This design comes from an exercise in tuning for small area, a short achievable clock period and few clock cycles per item on the open sky130 flow, not from production work. In this exercise RTL edits were held to simulation tests only and were not proved equivalent to the original. Power figures rest on the tool's default switching activity, not on a simulated workload.

===== flow/config.mk =====
export PLATFORM = sky130hd
export DESIGN_NAME = c_like_lexical_tokenizer
export DESIGN_NICKNAME = c_like_lexical_tokenizer
export VERILOG_FILES = /design/flow/design.v
export SDC_FILE = /design/flow/constraint.sdc
export NUM_CORES = 4
export LEC_CHECK = 0
export CAP_MARGIN = 20
export CORE_MARGIN = 2
export CORE_UTILIZATION = 40
export SLEW_MARGIN = 20

===== flow/constraint.sdc =====
create_clock -name core_clock -period 11.0 [get_ports {clk}]
set_input_delay 2.2000 -clock core_clock [delete_from_list [all_inputs] [get_ports {clk}]]
set_output_delay 2.2000 -clock core_clock [all_outputs]
set_load 0.01 [all_outputs]

===== flow/design.v =====
`default_nettype none
package ctok_pkg;
    localparam int POS_BITS = 24;
    localparam int LEN_BITS = 16;
    localparam int KIND_BITS = 6;
    localparam int OUT_BITS = KIND_BITS + POS_BITS + LEN_BITS + 2;
    localparam logic [POS_BITS-1:0] POS_MAX = '1;
    localparam logic [LEN_BITS-1:0] LEN_MAX = '1;
    localparam logic [KIND_BITS-1:0] K_END      = 6'd0;
    localparam logic [KIND_BITS-1:0] K_ERR      = 6'd1;
    localparam logic [KIND_BITS-1:0] K_STR      = 6'd2;
    localparam logic [KIND_BITS-1:0] K_NUM      = 6'd3;
    localparam logic [KIND_BITS-1:0] K_ID       = 6'd4;
    localparam logic [KIND_BITS-1:0] K_KW0      = 6'd5;
    localparam logic [KIND_BITS-1:0] K_INC      = 6'd22;
    localparam logic [KIND_BITS-1:0] K_PLUS     = 6'd23;
    localparam logic [KIND_BITS-1:0] K_DEC      = 6'd24;
    localparam logic [KIND_BITS-1:0] K_MINUS    = 6'd25;
    localparam logic [KIND_BITS-1:0] K_DIV      = 6'd26;
    localparam logic [KIND_BITS-1:0] K_LPAREN   = 6'd27;
    localparam logic [KIND_BITS-1:0] K_RPAREN   = 6'd28;
    localparam logic [KIND_BITS-1:0] K_LBRACE   = 6'd29;
    localparam logic [KIND_BITS-1:0] K_RBRACE   = 6'd30;
    localparam logic [KIND_BITS-1:0] K_LBRACKET = 6'd31;
    localparam logic [KIND_BITS-1:0] K_RBRACKET = 6'd32;
    localparam logic [KIND_BITS-1:0] K_SEMI     = 6'd33;
    localparam logic [KIND_BITS-1:0] K_COMMA    = 6'd34;
    localparam logic [KIND_BITS-1:0] K_DOT      = 6'd35;
    localparam logic [KIND_BITS-1:0] K_MUL      = 6'd36;
    localparam logic [KIND_BITS-1:0] K_EQ       = 6'd37;
    localparam logic [KIND_BITS-1:0] K_ARROW    = 6'd38;
    localparam logic [KIND_BITS-1:0] K_ASSIGN   = 6'd39;
    localparam logic [KIND_BITS-1:0] K_NE       = 6'd40;
    localparam logic [KIND_BITS-1:0] K_NOT      = 6'd41;
    localparam logic [KIND_BITS-1:0] K_LE       = 6'd42;
    localparam logic [KIND_BITS-1:0] K_LT       = 6'd43;
    localparam logic [KIND_BITS-1:0] K_GE       = 6'd44;
    localparam logic [KIND_BITS-1:0] K_GT       = 6'd45;
    localparam logic [KIND_BITS-1:0] K_AND      = 6'd46;
    localparam logic [KIND_BITS-1:0] K_AMP      = 6'd47;
    localparam logic [KIND_BITS-1:0] K_OR       = 6'd48;
    localparam int KW_COUNT = 17;
    localparam int KW_CHARS = 7;
    function automatic logic [8*KW_CHARS-1:0] kw_text(input int j);
        logic [8*KW_CHARS-1:0] t;
        case (j)
            0: t = "struct";
            1: t = "int";
            2: t = "string";
            3: t = "bool";
            4: t = "if";
            5: t = "else";
            6: t = "while";
            7: t = "do";
            8: t = "for";
            9: t = "switch";
            10: t = "case";
            11: t = "default";
            12: t = "break";
            13: t = "true";
            14: t = "false";
            15: t = "printf";
            16: t = "return";
            default: t = '0;
        endcase
        kw_text = t;
    endfunction
    function automatic int kw_len(input int j);
        int l;
        case (j)
            0: l = 6;
            1: l = 3;
            2: l = 6;
            3: l = 4;
            4: l = 2;
            5: l = 4;
            6: l = 5;
            7: l = 2;
            8: l = 3;
            9: l = 6;
            10: l = 4;
            11: l = 7;
            12: l = 5;
            13: l = 4;
            14: l = 5;
            15: l = 6;
            16: l = 6;
            default: l = 0;
        endcase
        kw_len = l;
    endfunction
    function automatic logic [7:0] kw_char(input int j, input int i);
        logic [8*KW_CHARS-1:0] t;
        t = kw_text(j);
        kw_char = t[8*(kw_len(j)-1-i) +: 8];
    endfunction
    function automatic logic [KW_COUNT-1:0] kw_step(
        input logic [KW_COUNT-1:0] alive,
        input logic [2:0]          p,
        input logic                p_ok,
        input logic [7:0]          c
    );
        logic [KW_COUNT-1:0] r;
        logic m;
        for (int j = 0; j < KW_COUNT; j++)
        begin
            m = 1'b0;
            for (int i = 0; i < KW_CHARS; i++)
                if ((i < kw_len(j)) && (p == 3'(i)) && (c == kw_char(j, i)))
                    m = 1'b1;
            r[j] = alive[j] && p_ok && m;
        end
        kw_step = r;
    endfunction
    function automatic logic [KIND_BITS-1:0] kw_kind(
        input logic [KW_COUNT-1:0] alive,
        input logic [LEN_BITS-1:0] n
    );
        logic [KIND_BITS-1:0] k;
        k = K_ID;
        for (int j = 0; j < KW_COUNT; j++)
            if (alive[j] && (n == LEN_BITS'(kw_len(j))))
                k = KIND_BITS'(K_KW0 + KIND_BITS'(j));
        kw_kind = k;
    endfunction
    typedef struct packed {
        logic [7:0] ch;
        logic       has_char;
        logic       end_of_input;
    } ctok_in_t;
    typedef struct packed {
        logic [KIND_BITS-1:0] token_kind;
        logic [POS_BITS-1:0]  token_start;
        logic [LEN_BITS-1:0]  token_length;
        logic                 unclosed_comment;
        logic                 last_of_run;
    } ctok_out_t;
    function automatic logic is_digit(input logic [7:0] c);
        is_digit = (c >= "0") && (c <= "9");
    endfunction
    function automatic logic is_alpha(input logic [7:0] c);
        is_alpha = ((c >= "a") && (c <= "z")) || ((c >= "A") && (c <= "Z"));
    endfunction
endpackage
`default_nettype wire
`default_nettype none
module ctok_scan (
    input  wire logic               clk,
    input  wire logic               rst_n,
    input  wire logic               src_valid,
    output logic                    src_ready,
    input  wire ctok_pkg::ctok_in_t src_item,
    output logic                    tok_valid,
    input  wire logic               tok_ready,
    output ctok_pkg::ctok_out_t     tok_item
);
    localparam logic [4:0] M_IDLE       = 5'd0;
    localparam logic [4:0] M_SLASH      = 5'd1;
    localparam logic [4:0] M_LINE       = 5'd2;
    localparam logic [4:0] M_BLOCK      = 5'd3;
    localparam logic [4:0] M_BLOCK_STAR = 5'd4;
    localparam logic [4:0] M_STR        = 5'd5;
    localparam logic [4:0] M_STR_ESC    = 5'd6;
    localparam logic [4:0] M_NUM        = 5'd7;
    localparam logic [4:0] M_IDENT      = 5'd8;
    localparam logic [4:0] M_PLUS       = 5'd9;
    localparam logic [4:0] M_MINUS      = 5'd10;
    localparam logic [4:0] M_EQ         = 5'd11;
    localparam logic [4:0] M_BANG       = 5'd12;
    localparam logic [4:0] M_LT         = 5'd13;
    localparam logic [4:0] M_GT         = 5'd14;
    localparam logic [4:0] M_AMP        = 5'd15;
    localparam logic [4:0] M_BAR        = 5'd16;
    localparam int PB = ctok_pkg::POS_BITS;
    localparam int LB = ctok_pkg::LEN_BITS;
    localparam int KB = ctok_pkg::KIND_BITS;
    function automatic logic [KB:0] pend(input logic [4:0] m, input logic [KB-1:0] kwk);
        logic [KB:0] r;
        case (m)
            M_SLASH: r = {1'b1, ctok_pkg::K_DIV};
            M_NUM:   r = {1'b1, ctok_pkg::K_NUM};
            M_IDENT: r = {1'b1, kwk};
            M_PLUS:  r = {1'b1, ctok_pkg::K_PLUS};
            M_MINUS: r = {1'b1, ctok_pkg::K_MINUS};
            M_EQ:    r = {1'b1, ctok_pkg::K_ASSIGN};
            M_BANG:  r = {1'b1, ctok_pkg::K_NOT};
            M_LT:    r = {1'b1, ctok_pkg::K_LT};
            M_GT:    r = {1'b1, ctok_pkg::K_GT};
            M_AMP:   r = {1'b1, ctok_pkg::K_AMP};
            M_BAR:   r = {1'b1, ctok_pkg::K_ERR};
            M_STR:   r = {1'b1, ctok_pkg::K_ERR};
            M_STR_ESC: r = {1'b1, ctok_pkg::K_ERR};
            default: r = {1'b0, ctok_pkg::K_ERR};
        endcase
        pend = r;
    endfunction
    function automatic logic [KB-1:0] one_kind(input logic [7:0] c);
        logic [KB-1:0] k;
        if ((c == " ") || (c == "\t") || (c == "\r") || (c == "\n") || (c == "\"") ||
            ctok_pkg::is_digit(c) || ctok_pkg::is_alpha(c) || (c == "_"))
            k = '0;
        else
        begin
            case (c)
                "/", "+", "-", "=", "!", "<", ">", "&", "|": k = '0;
                "(": k = ctok_pkg::K_LPAREN;
                ")": k = ctok_pkg::K_RPAREN;
                "{": k = ctok_pkg::K_LBRACE;
                "}": k = ctok_pkg::K_RBRACE;
                "[": k = ctok_pkg::K_LBRACKET;
                "]": k = ctok_pkg::K_RBRACKET;
                ";": k = ctok_pkg::K_SEMI;
                ",": k = ctok_pkg::K_COMMA;
                ".": k = ctok_pkg::K_DOT;
                "*": k = ctok_pkg::K_MUL;
                default: k = ctok_pkg::K_ERR;
            endcase
        end
        one_kind = k;
    endfunction
    logic [4:0]    mode_reg, mode_next;
    logic [PB-1:0] pos_reg, pos_next;
    logic [PB-1:0] start_reg, start_next;
    logic [LB-1:0] cnt_reg, cnt_next;
    logic [ctok_pkg::KW_COUNT-1:0] kw_reg, kw_next;
    logic          fresh;
    logic          b_owed, b_owed_next;
    logic [KB-1:0] b_kind_reg, b_kind_next;
    logic          eoi_owed, eoi_owed_next;
    logic          o_valid, o_valid_next;
    ctok_pkg::ctok_out_t o_reg, o_next;
    ctok_pkg::ctok_in_t q0, q1, item;
    logic          v0, v1;
    logic [7:0]    c;
    logic          o_free, accept, commit;
    logic [4:0]    mode1;
    logic [PB-1:0] start1, pos1;
    logic [LB-1:0] cnt_base, cnt1, cnt_inc;
    logic [ctok_pkg::KW_COUNT-1:0] kw1;
    logic          do_start, do_flush, do_count, str_close;
    logic          a_v, b_v;
    logic [KB-1:0] a_kind, b_kind, c_kind;
    logic [LB-1:0] a_len;
    logic [KB:0]   pend_cur;
    assign item   = q0;
    assign c      = item.ch;
    assign c_kind = one_kind(c);
    assign src_ready = !v1;
    assign accept    = src_valid && !v1;
    assign o_free  = !o_valid || tok_ready;
    assign commit = v0 && o_free && !eoi_owed;
    always_ff @(posedge clk or negedge rst_n)
    begin
        if (!rst_n)
        begin
            v0 <= 1'b0;
            v1 <= 1'b0;
        end
        else
        begin
            if (v1)
            begin
                if (commit) v1 <= 1'b0;
            end
            else if (v0)
            begin
                if (accept && !commit) v1 <= 1'b1;
                if (!accept && commit) v0 <= 1'b0;
            end
            else
                v0 <= accept;
        end
    end
    always_ff @(posedge clk)
    begin
        if (v1)
        begin
            if (commit) q0 <= q1;
        end
        else if (!v0 || commit)
            q0 <= src_item;
        if (!v1)
            q1 <= src_item;
    end
    assign tok_valid = o_valid;
    assign tok_item  = o_reg;
    assign pend_cur = pend(mode_reg, ctok_pkg::kw_kind(kw_reg, cnt_reg));
    assign cnt_inc  = (cnt_reg == ctok_pkg::LEN_MAX) ? cnt_reg : cnt_reg + LB'(1);
    always_comb
    begin
        mode1     = mode_reg;
        start1    = start_reg;
        cnt_base  = cnt_reg;
        kw1       = kw_reg;
        do_start  = 1'b0;
        do_flush  = 1'b0;
        do_count  = 1'b0;
        str_close = 1'b0;
        a_v       = 1'b0;
        a_kind    = ctok_pkg::K_ERR;
        a_len     = LB'(2);
        b_v       = 1'b0;
        b_kind    = c_kind;
        if (item.has_char)
        begin
            unique case (mode_reg)
                M_IDLE: do_start = 1'b1;
                M_LINE: if (c == "\n") mode1 = M_IDLE;
                M_BLOCK: if (c == "*") mode1 = M_BLOCK_STAR;
                M_BLOCK_STAR:
                begin
                    if (c == "/")
                        mode1 = M_IDLE;
                    else if (c != "*")
                        mode1 = M_BLOCK;
                end
                M_STR:
                begin
                    do_count = 1'b1;
                    if (c == "\"")
                    begin
                        str_close = 1'b1;
                        mode1     = M_IDLE;
                    end
                    else if (c == "\\")
                        mode1 = M_STR_ESC;
                end
                M_STR_ESC:
                begin
                    do_count = 1'b1;
                    mode1    = M_STR;
                end
                M_SLASH:
                begin
                    if (c == "/")
                        mode1 = M_LINE;
                    else if (c == "*")
                        mode1 = M_BLOCK;
                    else
                        do_flush = 1'b1;
                end
                M_NUM:
                begin
                    if (ctok_pkg::is_digit(c))
                        do_count = 1'b1;
                    else
                        do_flush = 1'b1;
                end
                M_IDENT:
                begin
                    if (ctok_pkg::is_alpha(c) || ctok_pkg::is_digit(c) || (c == "_"))
                    begin
                        do_count = 1'b1;
                        kw1      = ctok_pkg::kw_step(kw_reg, cnt_reg[2:0], cnt_reg < LB'(8), c);
                    end
                    else
                        do_flush = 1'b1;
                end
                M_PLUS:
                begin
                    if (c == "+") begin a_v = 1'b1; a_kind = ctok_pkg::K_INC; mode1 = M_IDLE; end
                    else do_flush = 1'b1;
                end
                M_MINUS:
                begin
                    if (c == "-") begin a_v = 1'b1; a_kind = ctok_pkg::K_DEC; mode1 = M_IDLE; end
                    else do_flush = 1'b1;
                end
                M_EQ:
                begin
                    if (c == "=") begin a_v = 1'b1; a_kind = ctok_pkg::K_EQ; mode1 = M_IDLE; end
                    else if (c == ">") begin a_v = 1'b1; a_kind = ctok_pkg::K_ARROW; mode1 = M_IDLE; end
                    else do_flush = 1'b1;
                end
                M_BANG:
                begin
                    if (c == "=") begin a_v = 1'b1; a_kind = ctok_pkg::K_NE; mode1 = M_IDLE; end
                    else do_flush = 1'b1;
                end
                M_LT:
                begin
                    if (c == "=") begin a_v = 1'b1; a_kind = ctok_pkg::K_LE; mode1 = M_IDLE; end
                    else do_flush = 1'b1;
                end
                M_GT:
                begin
                    if (c == "=") begin a_v = 1'b1; a_kind = ctok_pkg::K_GE; mode1 = M_IDLE; end
                    else do_flush = 1'b1;
                end
                M_AMP:
                begin
                    if (c == "&") begin a_v = 1'b1; a_kind = ctok_pkg::K_AND; mode1 = M_IDLE; end
                    else do_flush = 1'b1;
                end
                M_BAR:
                begin
                    if (c == "|") begin a_v = 1'b1; a_kind = ctok_pkg::K_OR; mode1 = M_IDLE; end
                    else do_flush = 1'b1;
                end
                default: do_start = 1'b1;
            endcase
        end
        if (do_flush)
        begin
            a_v      = 1'b1;
            a_kind   = pend_cur[KB-1:0];
            a_len    = ((mode_reg == M_NUM) || (mode_reg == M_IDENT)) ? cnt_reg : LB'(1);
            do_start = 1'b1;
        end
        if (do_start)
        begin
            start1   = pos_reg;
            cnt_base = '0;
            mode1    = M_IDLE;
            kw1      = ctok_pkg::kw_step('1, 3'd0, 1'b1, c);
            if ((c == " ") || (c == "\t") || (c == "\r") || (c == "\n"))
                mode1 = M_IDLE;
            else if (c == "\"")
            begin
                do_count = 1'b1;
                mode1    = M_STR;
            end
            else if (ctok_pkg::is_digit(c))
            begin
                do_count = 1'b1;
                mode1    = M_NUM;
            end
            else if (ctok_pkg::is_alpha(c) || (c == "_"))
            begin
                do_count = 1'b1;
                mode1    = M_IDENT;
            end
            else
            begin
                case (c)
                    "/": mode1 = M_SLASH;
                    "+": mode1 = M_PLUS;
                    "-": mode1 = M_MINUS;
                    "=": mode1 = M_EQ;
                    "!": mode1 = M_BANG;
                    "<": mode1 = M_LT;
                    ">": mode1 = M_GT;
                    "&": mode1 = M_AMP;
                    "|": mode1 = M_BAR;
                    default: b_v = 1'b1;
                endcase
            end
        end
        if (do_count)
            cnt1 = do_start ? LB'(1) : cnt_inc;
        else
            cnt1 = cnt_base;
        if (str_close)
        begin
            a_v    = 1'b1;
            a_kind = ctok_pkg::K_STR;
            a_len  = cnt_inc;
        end
        if (item.has_char && (pos_reg != ctok_pkg::POS_MAX))
            pos1 = pos_reg + PB'(1);
        else
            pos1 = pos_reg;
    end
    always_comb
    begin
        mode_next     = mode_reg;
        pos_next      = pos_reg;
        start_next    = start_reg;
        cnt_next      = cnt_reg;
        kw_next       = kw_reg;
        b_owed_next   = b_owed;
        b_kind_next   = b_kind_reg;
        eoi_owed_next = eoi_owed;
        o_valid_next  = o_valid;
        o_next        = o_reg;
        if (commit)
        begin
            mode_next     = mode1;
            pos_next      = pos1;
            start_next    = start1;
            cnt_next      = cnt1;
            kw_next       = kw1;
            eoi_owed_next = item.end_of_input;
        end
        if (o_free)
        begin
            o_valid_next = b_owed || eoi_owed || (v0 && (a_v || b_v));
            b_kind_next  = b_kind;
            b_owed_next  = commit && b_v && (b_owed || a_v);
            if (b_owed)
            begin
                o_next.token_kind       = b_kind_reg;
                o_next.token_length     = LB'(1);
                o_next.unclosed_comment = 1'b0;
                o_next.last_of_run      = !eoi_owed;
            end
            else if (eoi_owed)
            begin
                o_next.token_kind       = pend_cur[KB] ? pend_cur[KB-1:0] : ctok_pkg::K_END;
                o_next.token_length     = !pend_cur[KB] ? LB'(0) :
                                          ((mode_reg == M_NUM) || (mode_reg == M_IDENT) ||
                                           (mode_reg == M_STR) || (mode_reg == M_STR_ESC)) ?
                                          cnt_reg : LB'(1);
                o_next.unclosed_comment = (mode_reg == M_BLOCK) || (mode_reg == M_BLOCK_STAR);
                o_next.last_of_run      = !pend_cur[KB];
                mode_next               = M_IDLE;
                if (!pend_cur[KB])
                begin
                    pos_next      = '0;
                    eoi_owed_next = 1'b0;
                end
            end
            else
            begin
                o_next.token_kind       = a_v ? a_kind : b_kind;
                case (mode_reg)
                    M_NUM, M_IDENT: o_next.token_length = cnt_reg;
                    M_STR:          o_next.token_length = cnt_inc;
                    M_IDLE:         o_next.token_length = LB'(1);
                    default:        o_next.token_length = {{(LB-2){1'b0}}, !do_flush, do_flush};
                endcase
                o_next.unclosed_comment = 1'b0;
                o_next.last_of_run      = !item.end_of_input && !(a_v && b_v);
            end
            if (b_owed)
                o_next.token_start = start_reg;
            else if (eoi_owed)
                o_next.token_start = pend_cur[KB] ? start_reg : pos_reg;
            else
                o_next.token_start = (mode_reg == M_IDLE) ? pos_reg : start_reg;
        end
        if (fresh)
        begin
            mode_next = M_IDLE;
            pos_next  = '0;
        end
    end
    always_ff @(posedge clk or negedge rst_n)
    begin
        if (!rst_n)
        begin
            fresh    <= 1'b1;
            b_owed   <= 1'b0;
            eoi_owed <= 1'b0;
            o_valid  <= 1'b0;
        end
        else
        begin
            fresh    <= 1'b0;
            b_owed   <= b_owed_next;
            eoi_owed <= eoi_owed_next;
            o_valid  <= o_valid_next;
        end
    end
    always_ff @(posedge clk)
    begin
        mode_reg   <= mode_next;
        pos_reg    <= pos_next;
        start_reg  <= start_next;
        cnt_reg    <= cnt_next;
        kw_reg     <= kw_next;
        b_kind_reg <= b_kind_next;
        o_reg      <= o_next;
    end
endmodule
`default_nettype wire
`default_nettype none
module c_like_lexical_tokenizer (
    input  wire logic               clk,
    input  wire logic               rst_n,
    input  wire logic               src_valid,
    output logic                    src_ready,
    input  wire ctok_pkg::ctok_in_t src_item,
    output logic                    tok_valid,
    input  wire logic               tok_ready,
    output ctok_pkg::ctok_out_t     tok_item
);
    ctok_scan u_scan (
        .clk       (clk),
        .rst_n     (rst_n),
        .src_valid (src_valid),
        .src_ready (src_ready),
        .src_item  (src_item),
        .tok_valid (tok_valid),
        .tok_ready (tok_ready),
        .tok_item  (tok_item)
    );
endmodule
`default_nettype wire

===== flow/flow/run.sh =====
#!/bin/bash
# Standard layout (standard synthesis, floorplan, placement, CTS, routing),
# with changes to how it is made: timing repair aims at 7.8 ns of setup
# slack on all endpoints, the port buffers are buf_2 cells, and the
# clock tree uses these settings: CTS_BUF_LIST=sky130_fd_sc_hd__clkbuf_8 CTS_CLUSTER_SIZE=30 CTS_CLUSTER_DIAMETER=60
# Core utilisation 55%. The clock period and constraints are unchanged. Each tool's output is
# in standard.log and in the ORFS logs under orfs/logs.
set -euo pipefail
bash standard.sh SETUP_SLACK_MARGIN=7.8 TNS_END_PERCENT=100 "BUFFER_PORTS_ARGS=-buffer_cell sky130_fd_sc_hd__buf_2" CTS_BUF_LIST=sky130_fd_sc_hd__clkbuf_8 CTS_CLUSTER_SIZE=30 CTS_CLUSTER_DIAMETER=60 CORE_UTILIZATION=55 finish > standard.log 2>&1

===== flow/standard.sh =====
#!/bin/bash
# synth_recipe.tcl (not shown) runs the flow's synth.tcl, then flattens the netlist and writes it again
# the make line also repeats each setting of config.mk as NAME=value (left out here)
make -C /OpenROAD-flow-scripts/flow DESIGN_CONFIG=/design/flow/config.mk WORK_HOME=/design/flow/orfs CLKGATE_MAP_FILE= SYNTH_SCRIPT=/design/flow/synth_recipe.tcl "${@:-finish}"

==> run summary, run 1 <==
status: finished clean
nets@finish: 1127
r2r startpoint: u_scan.q0[2]
remaining routing DRC violations: 0
largest net degree at the start of global routing: 58
Sink Count: 165
sw frac: 40.9%
slew margin rel.: 43.0%
Mapped Avg Cell Area: 9.33 um^2
P_int: 1470 uW
grt total ovfl: 0
Tcrit/Tclk final: 31.0%
PwrDens: 222 nW/um^2
Cells on Worst Hold Path: 0
logic gate share of total power: 41.9%
Vias/cell: 6.40
routability cong.: 0.981
critical path data arrival time: 3.76 ns
total routed wirelength: 27700 um
area delta synth->final: 16.4%
Starting Density: 56.0%
htree depth: 4
first-pass GRT wire length: 42500 um
fmax: 0.293 GHz
Setup TNS: 0 ns
Rows: 48
Tmin final: 3.41 ns
leading area contributor after synthesis: edfxtp_1
fin util: 65.2%
largest fanout on the critical path: 3
post-synth top area share: 40.4%
max-slew violations: 0
Yosys warning count: 1
# setup viols final: 0
clk buf depth: 2
layout cell share with drive strength beyond 1: 21.9%
DP Wirelength: 18400 um
sw power: 1020 uW
GRT Overall Usage: 29.5%
register area share after synthesis: 48.0%
via count: 8605
Die Ht: 136 um
Die ar.: 18600 um^2
Slew @ Worst Pin: 0.848 ns
RSZ-0062 raised after global routing: yes
Worst setup SP type: input pin
syn_nets: 1055
Worst setup EP type: register
TritonCTS clock tree: built
Die X-Extent: 136 um
PortBufs: 63
most used flip-flop cell after synthesis: edfxtp_1
clk root buf: clkbuf_8
core area: 17200 um^2
peak supply drop: 0.000166 V
Hold Path Sink: u_scan.start_reg[19]
# IOs: 64
Critical path origin: tok_ready
Hold Buf Count CTS: 0
CP Class: in -> reg
FF-to-FF path depth: 9
Hold Fails Final Rpt: 0
antenna cells: 0
Crit path required time: 11.34 ns
Clk pin slew, worst setup/hold paths: 0.09 ns
leakage power total: 0.00394 uW
DRT iter0 DRCs: 1060
Syn Std Cell Area: 9650 um^2
HP Class: reg -> reg
beginning of the worst hold path: u_scan.pos_reg[19]
EDFF count, synth: 130
Max-Cap Viols: 0
Sequential Power Share: 39.2%
Clk pwr share: 18.9%
Yosys cell types: 83
Reg-to-Reg End: u_scan.cnt_reg[2]
initial antenna violation count: 0
top cells by area, synth: edfxtp_1 (40%), dfxtp_1 (6.0%), nand2_1 (5.2%)
Antenna Violating Nets Remaining: 0
R2R Setup Slk: 7.88 ns
Skew-Pair Late Insertion Delay: 0.48 ns
Setup Skew: 0.0260 ns
iteration count of the initial detailed-routing pass: 5
Seq cells post-synth: 165
Post-synth ARST share: 3.64%
max reg flops: 48
cell count after synthesis: 1035
WL per Instance: 20.6 um
vias in the first global route: 7809
CTS Buf Count: 17
## synth_stat cells, types with 7 or more instances
library cell	number
nand3_1	47
mux2_2	32
inv_1	16
nand2b_1	14
clkbuf_1	45
nor2b_1	18
o22ai_1	14
edfxtp_1	130
nor3_1	26
nor4_1	16
buf_2	9
dfxtp_1	29
a31oi_1	12
o21ai_0	80
or2_2	7
and2_1	14
o31ai_1	10
xor2_1	18
nand2_1	133
a211oi_1	9
nor2_1	108
xnor2_1	19
and3_1	10
a21oi_1	67
nand4_1	14
buf_1	7
## power groups by stage
stage	Combinational (uW)	Clock, uW	Sequential [uW]
after floorplan	599	0	969
after global placement	813	0	1020
after detailed placement	819	0	1020
after CTS	937	479	982
after global routing	1120	499	994
final	1050	472	977
## cell type report
type | instances | area (um^2)
clock buffers | 17 | 234
clock inverters | 15 | 193
fillers | 1416 | 6000
inverters | 16 | 67.6
multi-input cells | 791 | 4990
flip-flops and latches | 165 | 4640
well taps | 225 | 282
repair buffers | 116 | 823
## through the flow
step / cells / worst slack (ns) / hold slack (ns) / total power, uW / area, um^2
2_1_floorplan: 1035 / 6.72 / 0.460 / 1570 / 9740
3_3_place_gp: 1268 / 6.64 / 0.497 / 1830 / 10100
3_5_place_dp: 1269 / 6.62 / 0.493 / 1840 / 10200
4_1_cts: 1322 / 7.65 / 0.519 / 2400 / 10900
5_1_grt: 1345 / 7.51 / 0.528 / 2610 / 11200
6_report: 1345 / 7.59 / 0.512 / 2490 / 11200
## routing by layer
layer,vias to the layer above,part of all wire (%),global-route usage (%),routed length (um)
met2,464,46,44.4,12700
met1,4086,44,42.3,12100
met5,-,0,0,0
li1,3984,-,-,-
met3,71,8.0,5.22,2210
met4,0,2.7,11.3,755
## worst max path at each step
stage                     slack [ns]             endpoint
after detailed placement        6.62   u_scan.pos_reg[11]
final                           7.59   u_scan.pos_reg[11]
after floorplan                 6.72  u_scan.start_reg[0]
after global routing            7.51   u_scan.pos_reg[11]
after CTS                       7.65   u_scan.pos_reg[11]
after global placement          6.64   u_scan.pos_reg[11]
## cell families (layout without fill, tap and decap cells)
group                      count (synthesis)  count (layout)  share of synthesized area (%)
AOI/OAI and AO/OA                        263             263                           17.3
buffers and inverters                     80             164                           3.36
DFF                                      165             165                           48.0
adders and majority gates                  6               6                          0.778
and+or+nand+nor                          445             446                           22.8
xor gates and xnor gates                  37              37                           3.36
other                                      1               1                         0.0389
muxes                                     38              38                           4.36
## layout by cell type (no fill, tap or decap), types with 15 or more instances in the layout
master	instances
clkbuf_8	17
xor2_1	18
a21oi_1	64
buf_2	60
nor2_1	105
nor3_1	24
buf_4	43
nand2_1	131
nand3_1	47
o21ai_0	78
mux2_2	32
edfxtp_1	130
inv_1	15
dfxtp_1	27
xnor2_1	18
## worst max-delay path, cell delays in order
cell and delay (ns):
buf_6 0.07, nor2b_4 0.04, nor3b_4 0.25, nand2_4 0.10
a41oi_4 0.22, nor3b_4 0.24, or3b_4 0.43, xnor2_2 0.15
nor2_1 0.05
## what timing repair did
action,CTS,global route
setup endpoints to repair,138,151
buffers inserted,20,23
gates resized for setup,15,39
pin swaps,6,12
cloned,1,0
Testbench counts, summed over its fixed seeds: cycles 34,932, items 34,820.
==> run 2: changes to the inputs <==
==> flow/flow/run.sh (replaced) <==
#!/bin/bash
# Standard layout (standard synthesis, floorplan, placement, CTS, routing),
# with changes to how it is made: timing repair aims at 7.8 ns of setup
# slack on the worst endpoints, the port buffers are buf_2 cells, and the
# clock tree uses these settings: CTS_BUF_LIST=sky130_fd_sc_hd__clkbuf_8 CTS_CLUSTER_SIZE=30 CTS_CLUSTER_DIAMETER=60
# Core utilisation 55%. The clock period and constraints are unchanged. Each tool's output is
# in standard.log and in the ORFS logs under orfs/logs.
set -euo pipefail
bash standard.sh SETUP_SLACK_MARGIN=7.8 TNS_END_PERCENT=0 "BUFFER_PORTS_ARGS=-buffer_cell sky130_fd_sc_hd__buf_2" CTS_BUF_LIST=sky130_fd_sc_hd__clkbuf_8 CTS_CLUSTER_SIZE=30 CTS_CLUSTER_DIAMETER=60 CORE_UTILIZATION=55 finish > standard.log 2>&1
==> run 2 against run 1 <==
Sequential share of layout area increased by 1.6 points. Global-route usage decreased by 0.68 points. Highest routed layer is now met5. Clock skew decreased by 0.0021 ns. Power decreased by 6.0%. Largest cell class unchanged. Fmax increased by 2.1%. Area after synthesis unchanged. Cell count decreased by 1.8%. Critical path type unchanged.
==> run summary, run 2 <==
# setup viols final: 0
syn_nets: 1055
Worst setup SP type: input pin
core area: 17200 um^2
most common cell after layout, fill and taps aside: edfxtp_1
Syn Std Cell Area: 9650 um^2
Die ar.: 18600 um^2
Seq cells post-synth: 165
most frequent cell after synthesis: nand2_1
antenna cells: 0
CTS Buf Count: 17
DP Area: 10100 um^2
Skew-Pair Late Insertion Delay: 0.47 ns
TritonCTS clock tree: built
P_int: 1370 uW
vias in the first global route: 7634
Yosys warning count: 1
Clk pin slew, worst setup/hold paths: 0.10 ns
fmax: 0.299 GHz
grt total ovfl: 0
htree depth: 4
dpl cells: 1270
Hold Fails Final Rpt: 0
Post-synth ARST share: 3.64%
leading area contributor after synthesis: edfxtp_1
sw power: 979 uW
total routed wirelength: 26500 um
cell count after synthesis: 1035
HP Class: reg -> reg
area delta synth->final: 12.1%
Setup TNS: 0 ns
post-route insts no fill: 1321
sw frac: 41.8%
register area share after synthesis: 48.0%
Tmin final: 3.34 ns
clk root buf: clkbuf_8
status: finished clean
Clk pwr share: 18.8%
Worst setup EP type: register
leading cell types in the layout, fill and taps excluded: edfxtp_1 (130), nand2_1 (129), nor2_1 (106)
max-slew violations: 0
Max-Cap Viols: 0
logic gate share of total power: 39.3%
Crit path required time: 11.34 ns
top cells by area, synth: edfxtp_1 (40%), dfxtp_1 (6.0%), nand2_1 (5.2%)
slew margin rel.: 44.9%
Die X-Extent: 136 um
nets@finish: 1103
Antenna Violating Nets Remaining: 0
DP Wirelength: 18200 um
Die Ht: 136 um
routability cong.: 0.953
critical path data arrival time: 3.68 ns
peak supply drop: 0.000185 V
post-synth top area share: 40.4%
PortBufs: 63
# IOs: 64
largest fanout on the critical path: 3
synth cell count leaders: nand2_1 (133), edfxtp_1 (130), nor2_1 (108)
final hold slack: 0.522 ns
iteration count of the initial detailed-routing pass: 9
EDFF count, synth: 130
GRT Overall Usage: 28.8%
Sequential Power Share: 41.9%
Final Cell Area: 10800 um^2
Sink Count: 165
RSZ-0062 raised after global routing: yes
max reg flops: 48
layout cell share with drive strength beyond 1: 18.8%
initial antenna violation count: 1
Slew @ Worst Pin: 0.806 ns
Starting Density: 56.0%
Setup Skew: 0.0240 ns
first-pass GRT wire length: 41500 um
WL per Instance: 20.1 um
CP Class: in -> reg
Tcrit/Tclk final: 30.4%
Mapped Avg Cell Area: 9.33 um^2
clk buf depth: 2
largest net degree at the start of global routing: 58
Rows: 48
most used flip-flop cell after synthesis: edfxtp_1
Vias/cell: 6.37
leakage power total: 0.00374 uW
Yosys cell types: 83
DRT iter0 DRCs: 870
via count: 8409
PwrDens: 217 nW/um^2
remaining routing DRC violations: 0
run 2: worst max-delay path, cell delays in order:
cell,delay [ns]
buf_6,0.07
nor2b_4,0.04
nor3b_4,0.20
nand2_2,0.11
a41oi_4,0.21
nor3b_4,0.22
or3b_4,0.41
xnor2_2,0.15
nor2_1,0.06
run 2: worst paths after layout:
kind / start / endpoint / slack [ns] / depth (start not counted)
worst max-delay path: tok_ready / u_scan.pos_reg[11] / 7.66 / 9
worst min-delay path: u_scan.pos_reg[18] / u_scan.start_reg[18] / 0.52 / 0
worst max register to register: u_scan.q0[2] / u_scan.o_reg[42] / 7.73 / 9
worst min register to register: u_scan.pos_reg[18] / u_scan.start_reg[18] / 0.52 / 0
max in group asynchronous: rst_n / u_scan.fresh / 9.23 / 1
min in group asynchronous: rst_n / u_scan.v1 / 1.53 / 1
run 2: timing repair:
item,4_1_cts,5_1_grt
resized for setup,13,15
buffers inserted,11,7
pin swaps,4,4
setup endpoints to repair,147,195
gates cloned,1,0
hold buffers,0,0
run 2: cell families (layout without fill, tap and decap cells):
| group | after synthesis | after routing | share of synthesized area, % |
|---|---|---|---|
| buffers and inverters | 80 | 140 | 3.36 |
| and+or+nand+nor | 445 | 446 | 22.8 |
| adders and majority gates | 6 | 6 | 0.778 |
| other | 1 | 1 | 0.0389 |
| AOI/OAI and AO/OA | 263 | 263 | 17.3 |
| muxes | 38 | 38 | 4.36 |
| DFF | 165 | 165 | 48.0 |
| xor gates and xnor gates | 37 | 37 | 3.36 |
run 2: power groups by stage:
| stage | sequential [uW] | combinational (uW) | clock [uW] |
|---|---|---|---|
| after floorplan | 969 | 592 | 0 |
| after global placement | 1000 | 806 | 0 |
| after detailed placement | 1010 | 810 | 0 |
| after CTS | 982 | 884 | 449 |
| after global routing | 1000 | 999 | 469 |
| final | 982 | 922 | 441 |
run 2: stage by stage:
stage          power, uW  util (%)  setup slack [ns]
6_report            2340      62.8              7.66
2_1_floorplan       1560         -              6.71
3_3_place_gp        1810      58.7              6.40
5_1_grt             2470      62.8              7.58
3_5_place_dp        1820      58.7              6.35
4_1_cts             2310      62.0              7.61
run 2: area by class of cell:
cell class | instances | area, um^2
fillers | 1477 | 6410
inverters | 16 | 67.6
well taps | 225 | 282
clock buffers | 18 | 248
flip-flops and latches | 165 | 4640
repair buffers | 92 | 581
multi-input cells | 791 | 4850
clock inverters | 14 | 160
run 2: per-layer routing:
metal | up-vias | wire, um | track usage, %
met5 | - | 13 | 0
met4 | 2 | 625 | 9.61
met3 | 60 | 1900 | 4.74
met2 | 407 | 12000 | 43.7
met1 | 3991 | 11900 | 41.9
li1 | 3949 | - | -

==> separate check: timing with driven ports <==
How much do the figures lean on ideal ports? The routed layouts below were timed once more, with nothing changed but the port constraints. Step 1, drivers: a clkbuf_16 drives clk and a buf_2 each remaining input, both assumed. Step 2 adds t to the input delays and takes it off the output delays; t is the mean of the earliest and latest rising clock arrival at the registers after step 1. Input paths then give back, and output paths get back, about the clock's delay inside the block. Three values: ideal, step 1, step 2; two values: the first two.
| run | t, ns | setup slack, ns | pins driven straight from the clock port |
|---|---|---|---|
| run 1 | 0.507 | 7.589 / 7.594 / 7.087 | 1 |
| run 2 | 0.496 | 7.658 / 7.657 / 7.161 | 1 |
After both steps every run listed still meets setup and hold. For run 1, which loses most, drivers alone change the setup slack by +0.005 ns; drivers and shift together by -0.502 ns.
